Context: an optimization exercise on an open-source flow, tuned for small area and a short achievable clock period. The choices shown serve that exercise and are no tape-out recipe. Function was checked by simulation only, so behaviour that the tests miss may differ from the original. The clock port is modelled as an ideal driver; clocking choices that lean on that would not hold on a real chip. Power and IR drop assume default switching activity.

==> flow/design.v <==
module param_dual_port_ram #(
  parameter int DATA_WIDTH = 8,
  parameter int ADDR_WIDTH = 8,
  parameter int RDW_MODE   = 0,
  parameter int OUT_REG    = 0
) (
  input  logic                  clk,
  input  logic                  rst,
  input  logic                  wr,
  input  logic [ADDR_WIDTH-1:0] wr_addr,
  input  logic [DATA_WIDTH-1:0] d_in,
  input  logic                  rd,
  input  logic [ADDR_WIDTH-1:0] rd_addr,
  output logic [DATA_WIDTH-1:0] d_out,
  output logic                  rd_valid,
  output logic                  busy
);
  localparam int DEPTH = 1 << ADDR_WIDTH;
  localparam int W = DATA_WIDTH;
  localparam int LB = 4;             
  localparam int NC = 1 << LB;       
  logic [W-1:0]          mem [DEPTH];
  logic                  busy_q;
  localparam int HB = ADDR_WIDTH - LB;   
  localparam int NGW = 1 << HB;
  logic [NGW-1:0]        wh_q;             
  logic [NC-1:0]         wl_q;             
  logic [W-1:0]          wd_q;             
  logic [W-1:0]          cand_n [NC];     
  logic [NC-1:0]         rl_n;             
  logic                  hit;
  logic [W-1:0]          byp;
  logic [W-1:0]          r2;
  logic                  v1, v2;
  always_ff @(posedge clk)
    if (rst) begin
      busy_q <= 1'b1;
      wh_q   <= NGW'(1);
      wl_q   <= NC'(1);
      wd_q   <= '0;
    end else if (busy_q) begin
      busy_q <= ~(wh_q[NGW-1] & wl_q[NC-1]);
      wl_q   <= {wl_q[NC-2:0], wl_q[NC-1]};
      if (wl_q[NC-1]) wh_q <= {wh_q[NGW-2:0], wh_q[NGW-1]};
      wd_q   <= '0;
    end else begin
      for (int g = 0; g < NGW; g++) wh_q[g] <= wr && wr_addr[ADDR_WIDTH-1:LB] == HB'(g);
      for (int k = 0; k < NC; k++) wl_q[k] <= wr_addr[LB-1:0] == LB'(k);
      wd_q   <= d_in;
    end
  always_ff @(posedge clk)
    for (int i = 0; i < DEPTH; i++)
      if (wh_q[i / NC] && wl_q[i % NC]) mem[i] <= wd_q;
  localparam int NG = DEPTH / NC;
  logic [NG-1:0] gsel;
  logic [W-1:0]  cand_nd [NC];
  always_comb
    for (int g = 0; g < NG; g++) gsel[g] = rd_addr[ADDR_WIDTH-1:LB] == (ADDR_WIDTH-LB)'(g);
  for (genvar k = 0; k < NC; k++) begin : g_cand
    for (genvar b = 0; b < W; b++) begin : g_bit
      logic [NG/2-1:0] n1;
      logic [NG/8-1:0] n2;
      for (genvar p = 0; p < NG / 2; p++) begin : g_p
        param_dual_port_ram_aoi22 u_aoi (
          .a(gsel[2*p]), .b(mem[(2*p)*NC + k][b]),
          .c(gsel[2*p+1]), .d(mem[(2*p+1)*NC + k][b]), .y(n1[p]));
      end
      for (genvar q = 0; q < NG / 8; q++) begin : g_q
        param_dual_port_ram_nand4 u_nand (.a(n1[4*q +: 4]), .y(n2[q]));
      end
      param_dual_port_ram_nor2 u_nor (.a(n2), .y(cand_nd[k][b]));
    end
  end
  logic hit_d;
  always_comb hit_d = wh_q[rd_addr[ADDR_WIDTH-1:LB]] && wl_q[rd_addr[LB-1:0]];
  logic [W-1:0] rsel;
  for (genvar b = 0; b < W; b++) begin : g_sel
    logic [NC-1:0]   t;
    logic [NC/4-1:0] u;
    for (genvar k = 0; k < NC; k++) begin : g_t
      param_dual_port_ram_nor2 u_t (.a({rl_n[k], cand_n[k][b]}), .y(t[k]));
    end
    for (genvar q = 0; q < NC / 4; q++) begin : g_u
      param_dual_port_ram_nor4 u_u (.a(t[4*q +: 4]), .y(u[q]));
    end
    param_dual_port_ram_nand4 u_s (.a(u), .y(rsel[b]));
  end
  always_ff @(posedge clk) begin
    for (int k = 0; k < NC; k++) cand_n[k] <= cand_nd[k];
    for (int k = 0; k < NC; k++) rl_n[k] <= hit_d || rd_addr[LB-1:0] != LB'(k);
    hit   <= hit_d;
    byp   <= wd_q;
  end
  always_ff @(posedge clk)
    if (rst) begin
      v1 <= 1'b0;
      v2 <= 1'b0;
      r2 <= '0;
    end else begin
      v1 <= rd & ~busy_q;
      v2 <= v1;
      if (v1) r2 <= rsel | (byp & {W{hit}});
    end
  assign busy     = busy_q;
  assign d_out    = r2;
  assign rd_valid = v2;
endmodule
module param_dual_port_ram_aoi22 (
  input  logic a, b, c, d,
  output logic y
);
  assign y = ~(a & b | c & d);
endmodule
module param_dual_port_ram_nand4 (
  input  logic [3:0] a,
  output logic       y
);
  assign y = ~&a;
endmodule
module param_dual_port_ram_nor2 (
  input  logic [1:0] a,
  output logic       y
);
  assign y = ~|a;
endmodule
module param_dual_port_ram_nor4 (
  input  logic [3:0] a,
  output logic       y
);
  assign y = ~|a;
endmodule
export LEC_CHECK = 0
export CAP_MARGIN = 20
export CORE_MARGIN = 2
export CORE_UTILIZATION = 45
export CTS_CLUSTER_DIAMETER = 100
export CTS_CLUSTER_SIZE = 26
export SETUP_SLACK_MARGIN = 2.1
export SLEW_MARGIN = 20
export SYNTH_HIERARCHICAL = 1
export SYNTH_MINIMUM_KEEP_SIZE = 0
create_clock -name core_clock -period 4.0 [get_ports {clk}]
standard.sh (not shown) runs the stock make flow with config.mk's settings and CLKGATE_MAP_FILE= SYNTH_SCRIPT=/design/flow/synth_recipe.tcl, a recipe that flattens the netlist after the stock synthesis.
==> flow/flow/run.sh <==
#!/bin/bash
# The standard layout, with two hooks: at the end of the floorplan step
# flow/post_floorplan.tcl sets the read mux's AOI cells to their smallest
# drive, and at the end of the CTS step flow/post_cts.tcl rebuilds the top of
# the clock tree with fewer buffer levels. make's full output goes to
# make.log in the work folder; ORFS keeps each step's log under orfs/logs/.
set -euo pipefail
work=$(pwd)
bash standard.sh POST_FLOORPLAN_TCL="$work/flow/post_floorplan.tcl" POST_CTS_TCL="$work/flow/post_cts.tcl" finish > "$work/make.log" 2>&1
Other scripts of this flow, unchanged in this note and not shown: flow/flow/flatten_tree.tcl, flow/flow/post_cts.tcl, flow/flow/post_floorplan.tcl
Rerun with:
--- a/flow/design.v
+++ b/flow/design.v
@@ -16,16 +16,16 @@
   output logic                  busy
 );
   localparam int DEPTH = 1 << ADDR_WIDTH;
   localparam int W = DATA_WIDTH;
-  localparam int LB = 4;             
-  localparam int NC = 1 << LB;       
+  localparam int LB = 4;                 
+  localparam int NC = 1 << LB;           
+  localparam int HB = ADDR_WIDTH - LB;   
+  localparam int NGW = 1 << HB;          
   logic [W-1:0]          mem [DEPTH];
   logic                  busy_q;
-  localparam int HB = ADDR_WIDTH - LB;   
-  localparam int NGW = 1 << HB;
-  logic [NGW-1:0]        wh_q;             
-  logic [NC-1:0]         wl_q;             
+  logic [NGW-1:0]        wh_n;             
+  logic [NC-1:0]         wl_n;             
   logic [W-1:0]          wd_q;             
   logic [W-1:0]          cand_n [NC];     
   logic [NC-1:0]         rl_n;             
   logic                  hit;
@@ -34,24 +34,24 @@
   logic                  v1, v2;
   always_ff @(posedge clk)
     if (rst) begin
       busy_q <= 1'b1;
-      wh_q   <= NGW'(1);
-      wl_q   <= NC'(1);
+      wh_n   <= {{(NGW-1){1'b1}}, 1'b0};
+      wl_n   <= {{(NC-1){1'b1}}, 1'b0};
       wd_q   <= '0;
     end else if (busy_q) begin
-      busy_q <= ~(wh_q[NGW-1] & wl_q[NC-1]);
-      wl_q   <= {wl_q[NC-2:0], wl_q[NC-1]};
-      if (wl_q[NC-1]) wh_q <= {wh_q[NGW-2:0], wh_q[NGW-1]};
+      busy_q <= wh_n[NGW-1] | wl_n[NC-1];
+      wl_n   <= {wl_n[NC-2:0], wl_n[NC-1]};
+      if (!wl_n[NC-1]) wh_n <= {wh_n[NGW-2:0], wh_n[NGW-1]};
       wd_q   <= '0;
     end else begin
-      for (int g = 0; g < NGW; g++) wh_q[g] <= wr && wr_addr[ADDR_WIDTH-1:LB] == HB'(g);
-      for (int k = 0; k < NC; k++) wl_q[k] <= wr_addr[LB-1:0] == LB'(k);
+      for (int g = 0; g < NGW; g++) wh_n[g] <= !wr || wr_addr[ADDR_WIDTH-1:LB] != HB'(g);
+      for (int k = 0; k < NC; k++) wl_n[k] <= wr_addr[LB-1:0] != LB'(k);
       wd_q   <= d_in;
     end
   always_ff @(posedge clk)
     for (int i = 0; i < DEPTH; i++)
-      if (wh_q[i / NC] && wl_q[i % NC]) mem[i] <= wd_q;
+      if (!(wh_n[i / NC] || wl_n[i % NC])) mem[i] <= wd_q;
   localparam int NG = DEPTH / NC;
   logic [NG-1:0] gsel;
   logic [W-1:0]  cand_nd [NC];
   always_comb
@@ -71,20 +71,28 @@
       param_dual_port_ram_nor2 u_nor (.a(n2), .y(cand_nd[k][b]));
     end
   end
   logic hit_d;
-  always_comb hit_d = wh_q[rd_addr[ADDR_WIDTH-1:LB]] && wl_q[rd_addr[LB-1:0]];
+  always_comb hit_d = !(wh_n[rd_addr[ADDR_WIDTH-1:LB]] || wl_n[rd_addr[LB-1:0]]);
   logic [W-1:0] rsel;
   for (genvar b = 0; b < W; b++) begin : g_sel
-    logic [NC-1:0]   t;
-    logic [NC/4-1:0] u;
+    logic [NC-1:0]   t;      
+    logic [NC/2-1:0] u1;     
+    logic [NC/4-1:0] u2;     
+    logic [NC/8-1:0] u3;     
     for (genvar k = 0; k < NC; k++) begin : g_t
       param_dual_port_ram_nor2 u_t (.a({rl_n[k], cand_n[k][b]}), .y(t[k]));
     end
-    for (genvar q = 0; q < NC / 4; q++) begin : g_u
-      param_dual_port_ram_nor4 u_u (.a(t[4*q +: 4]), .y(u[q]));
+    for (genvar j = 0; j < NC / 2; j++) begin : g_u1
+      param_dual_port_ram_nor2 u_u1 (.a(t[2*j +: 2]), .y(u1[j]));
     end
-    param_dual_port_ram_nand4 u_s (.a(u), .y(rsel[b]));
+    for (genvar j = 0; j < NC / 4; j++) begin : g_u2
+      param_dual_port_ram_nand2 u_u2 (.a(u1[2*j +: 2]), .y(u2[j]));
+    end
+    for (genvar j = 0; j < NC / 8; j++) begin : g_u3
+      param_dual_port_ram_nor2 u_u3 (.a(u2[2*j +: 2]), .y(u3[j]));
+    end
+    param_dual_port_ram_nand2 u_s (.a(u3), .y(rsel[b]));
   end
   always_ff @(posedge clk) begin
     for (int k = 0; k < NC; k++) cand_n[k] <= cand_nd[k];
     for (int k = 0; k < NC; k++) rl_n[k] <= hit_d || rd_addr[LB-1:0] != LB'(k);
@@ -122,10 +130,10 @@
   output logic       y
 );
   assign y = ~|a;
 endmodule
-module param_dual_port_ram_nor4 (
-  input  logic [3:0] a,
+module param_dual_port_ram_nand2 (
+  input  logic [1:0] a,
   output logic       y
 );
-  assign y = ~|a;
+  assign y = ~&a;
 endmodule
What happened: The new run completed with no timing, DRC or antenna violations. Total power came out lower by 0.39%. Die area drops by 0.45%. Worst hold slack loses 24 ps. Area after synthesis went down by 0.46%. Clock power stays flat. Critical path depth is lower by 5. Final cell count went up by 1.2%. Clock skew came out higher by 15 ps.


RTL: the design.v shown in full above, as it stands there.
==> flow/config.mk <==
export PLATFORM = sky130hd
export DESIGN_NAME = param_dual_port_ram
export DESIGN_NICKNAME = param_dual_port_ram
export VERILOG_FILES = /design/flow/design.v
export SDC_FILE = /design/flow/constraint.sdc
export NUM_CORES = 4
export LEC_CHECK = 0
export CAP_MARGIN = 20
export CORE_MARGIN = 2
export CORE_UTILIZATION = 45
export CTS_CLUSTER_DIAMETER = 100
export CTS_CLUSTER_SIZE = 26
export SETUP_SLACK_MARGIN = 2.0
export SLEW_MARGIN = 20
export SYNTH_HIERARCHICAL = 1
export SYNTH_MINIMUM_KEEP_SIZE = 0
==> flow/constraint.sdc <==
create_clock -name core_clock -period 4.0 [get_ports {clk}]
set_input_delay 0.8000 -clock core_clock [delete_from_list [all_inputs] [get_ports {clk}]]
set_output_delay 0.8000 -clock core_clock [all_outputs]
set_load 0.01 [all_outputs]
Scripts as last shown in full above: flow/flow/run.sh
Other scripts of this flow, unchanged in this note and not shown: flow/flow/flatten_tree.tcl, flow/flow/post_cts.tcl, flow/flow/post_floorplan.tcl
Then changed:
==> flow/design.v (replaced) <==
module param_dual_port_ram #(
  parameter int DATA_WIDTH = 8,
  parameter int ADDR_WIDTH = 8,
  parameter int RDW_MODE   = 0,
  parameter int OUT_REG    = 0
) (
  input  logic                  clk,
  input  logic                  rst,
  input  logic                  wr,
  input  logic [ADDR_WIDTH-1:0] wr_addr,
  input  logic [DATA_WIDTH-1:0] d_in,
  input  logic                  rd,
  input  logic [ADDR_WIDTH-1:0] rd_addr,
  output logic [DATA_WIDTH-1:0] d_out,
  output logic                  rd_valid,
  output logic                  busy
);
  localparam int DEPTH = 1 << ADDR_WIDTH;
  localparam int W = DATA_WIDTH;
  localparam int LB = 4;             
  localparam int NC = 1 << LB;       
  logic [W-1:0]          mem [DEPTH];
  logic                  busy_q;
  logic [ADDR_WIDTH-1:0] wa_q;
  logic [W-1:0]          wd_q;
  logic                  wv_q;
  logic [W-1:0]          cand_n [NC];     
  logic [LB-1:0]         ra_lo;
  logic                  hit;
  logic [W-1:0]          byp;
  logic [W-1:0]          r2;
  logic                  v1, v2;
  always_ff @(posedge clk)
    if (rst) begin
      busy_q <= 1'b1;
      wa_q   <= '0;
      wd_q   <= '0;
      wv_q   <= 1'b1;
    end else if (busy_q) begin
      busy_q <= ~&wa_q;
      wa_q   <= wa_q + 1'b1;
      wd_q   <= '0;
      wv_q   <= 1'b1;
    end else begin
      wa_q   <= wr_addr;
      wd_q   <= d_in;
      wv_q   <= wr;
    end
  always_ff @(posedge clk)
    if (wv_q) mem[wa_q] <= wd_q;
  localparam int NG = DEPTH / NC;
  logic [NG-1:0] gsel;
  logic [W-1:0]  cand_nd [NC];
  always_comb
    for (int g = 0; g < NG; g++) gsel[g] = rd_addr[ADDR_WIDTH-1:LB] == (ADDR_WIDTH-LB)'(g);
  for (genvar k = 0; k < NC; k++) begin : g_cand
    for (genvar b = 0; b < W; b++) begin : g_bit
      logic [NG/2-1:0] n1;
      logic [NG/8-1:0] n2;
      for (genvar p = 0; p < NG / 2; p++) begin : g_p
        param_dual_port_ram_aoi22 u_aoi (
          .a(gsel[2*p]), .b(mem[(2*p)*NC + k][b]),
          .c(gsel[2*p+1]), .d(mem[(2*p+1)*NC + k][b]), .y(n1[p]));
      end
      for (genvar q = 0; q < NG / 8; q++) begin : g_q
        param_dual_port_ram_nand4 u_nand (.a(n1[4*q +: 4]), .y(n2[q]));
      end
      param_dual_port_ram_nor2 u_nor (.a(n2), .y(cand_nd[k][b]));
    end
  end
  always_ff @(posedge clk) begin
    for (int k = 0; k < NC; k++) cand_n[k] <= cand_nd[k];
    ra_lo <= rd_addr[LB-1:0];
    hit   <= wv_q && wa_q == rd_addr;
    byp   <= wd_q;
  end
  always_ff @(posedge clk)
    if (rst) begin
      v1 <= 1'b0;
      v2 <= 1'b0;
      r2 <= '0;
    end else begin
      v1 <= rd & ~busy_q;
      v2 <= v1;
      if (v1) r2 <= hit ? byp : ~cand_n[ra_lo];
    end
  assign busy     = busy_q;
  assign d_out    = r2;
  assign rd_valid = v2;
endmodule
module param_dual_port_ram_aoi22 (
  input  logic a, b, c, d,
  output logic y
);
  assign y = ~(a & b | c & d);
endmodule
module param_dual_port_ram_nand4 (
  input  logic [3:0] a,
  output logic       y
);
  assign y = ~&a;
endmodule
module param_dual_port_ram_nor2 (
  input  logic [1:0] a,
  output logic       y
);
  assign y = ~|a;
endmodule
Result:
- setup slack degrades by 0.30 ns
- register-to-register slack got worse by 0.30 ns
- synthesized cell count drops slightly
- wire length increases by roughly a tenth
- design area came out higher by a few percent

[separate check: timing with driven ports]
The results above use ideal ports. As a check the final layouts listed here were re-extracted and re-timed, cells and wires unchanged.
Step 1 assumes that a clkbuf_16 drives the clock port and a buf_2 every other input.
Step 2 times the ports against the registers' clock, not the clock port: input delays grow and output delays shrink by t, the midpoint of the rising clock arrivals with the driver on.
Slacks: ideal / step 1 / step 2; pairs: ideal / step 1.
run | t, ns | slack for setup (ns) | worst data-port slew with drivers (ns)
the first run of note 1 | 0.775 | 2.038 / 1.958 / 1.414 | 0.10
the second run of note 1 | 0.796 | 2.001 / 1.825 / 1.264 | 0.21
the first run of note 2 | 0.779 | 1.968 / 1.953 / 1.318 | 0.10
the second run of note 2 | 0.783 | 1.669 / 1.669 / 1.343 | 0.04
After both steps every run listed still meets setup and hold. For the second run of note 1, which loses most, drivers alone change the setup slack by -0.176 ns; drivers and shift together by -0.737 ns.
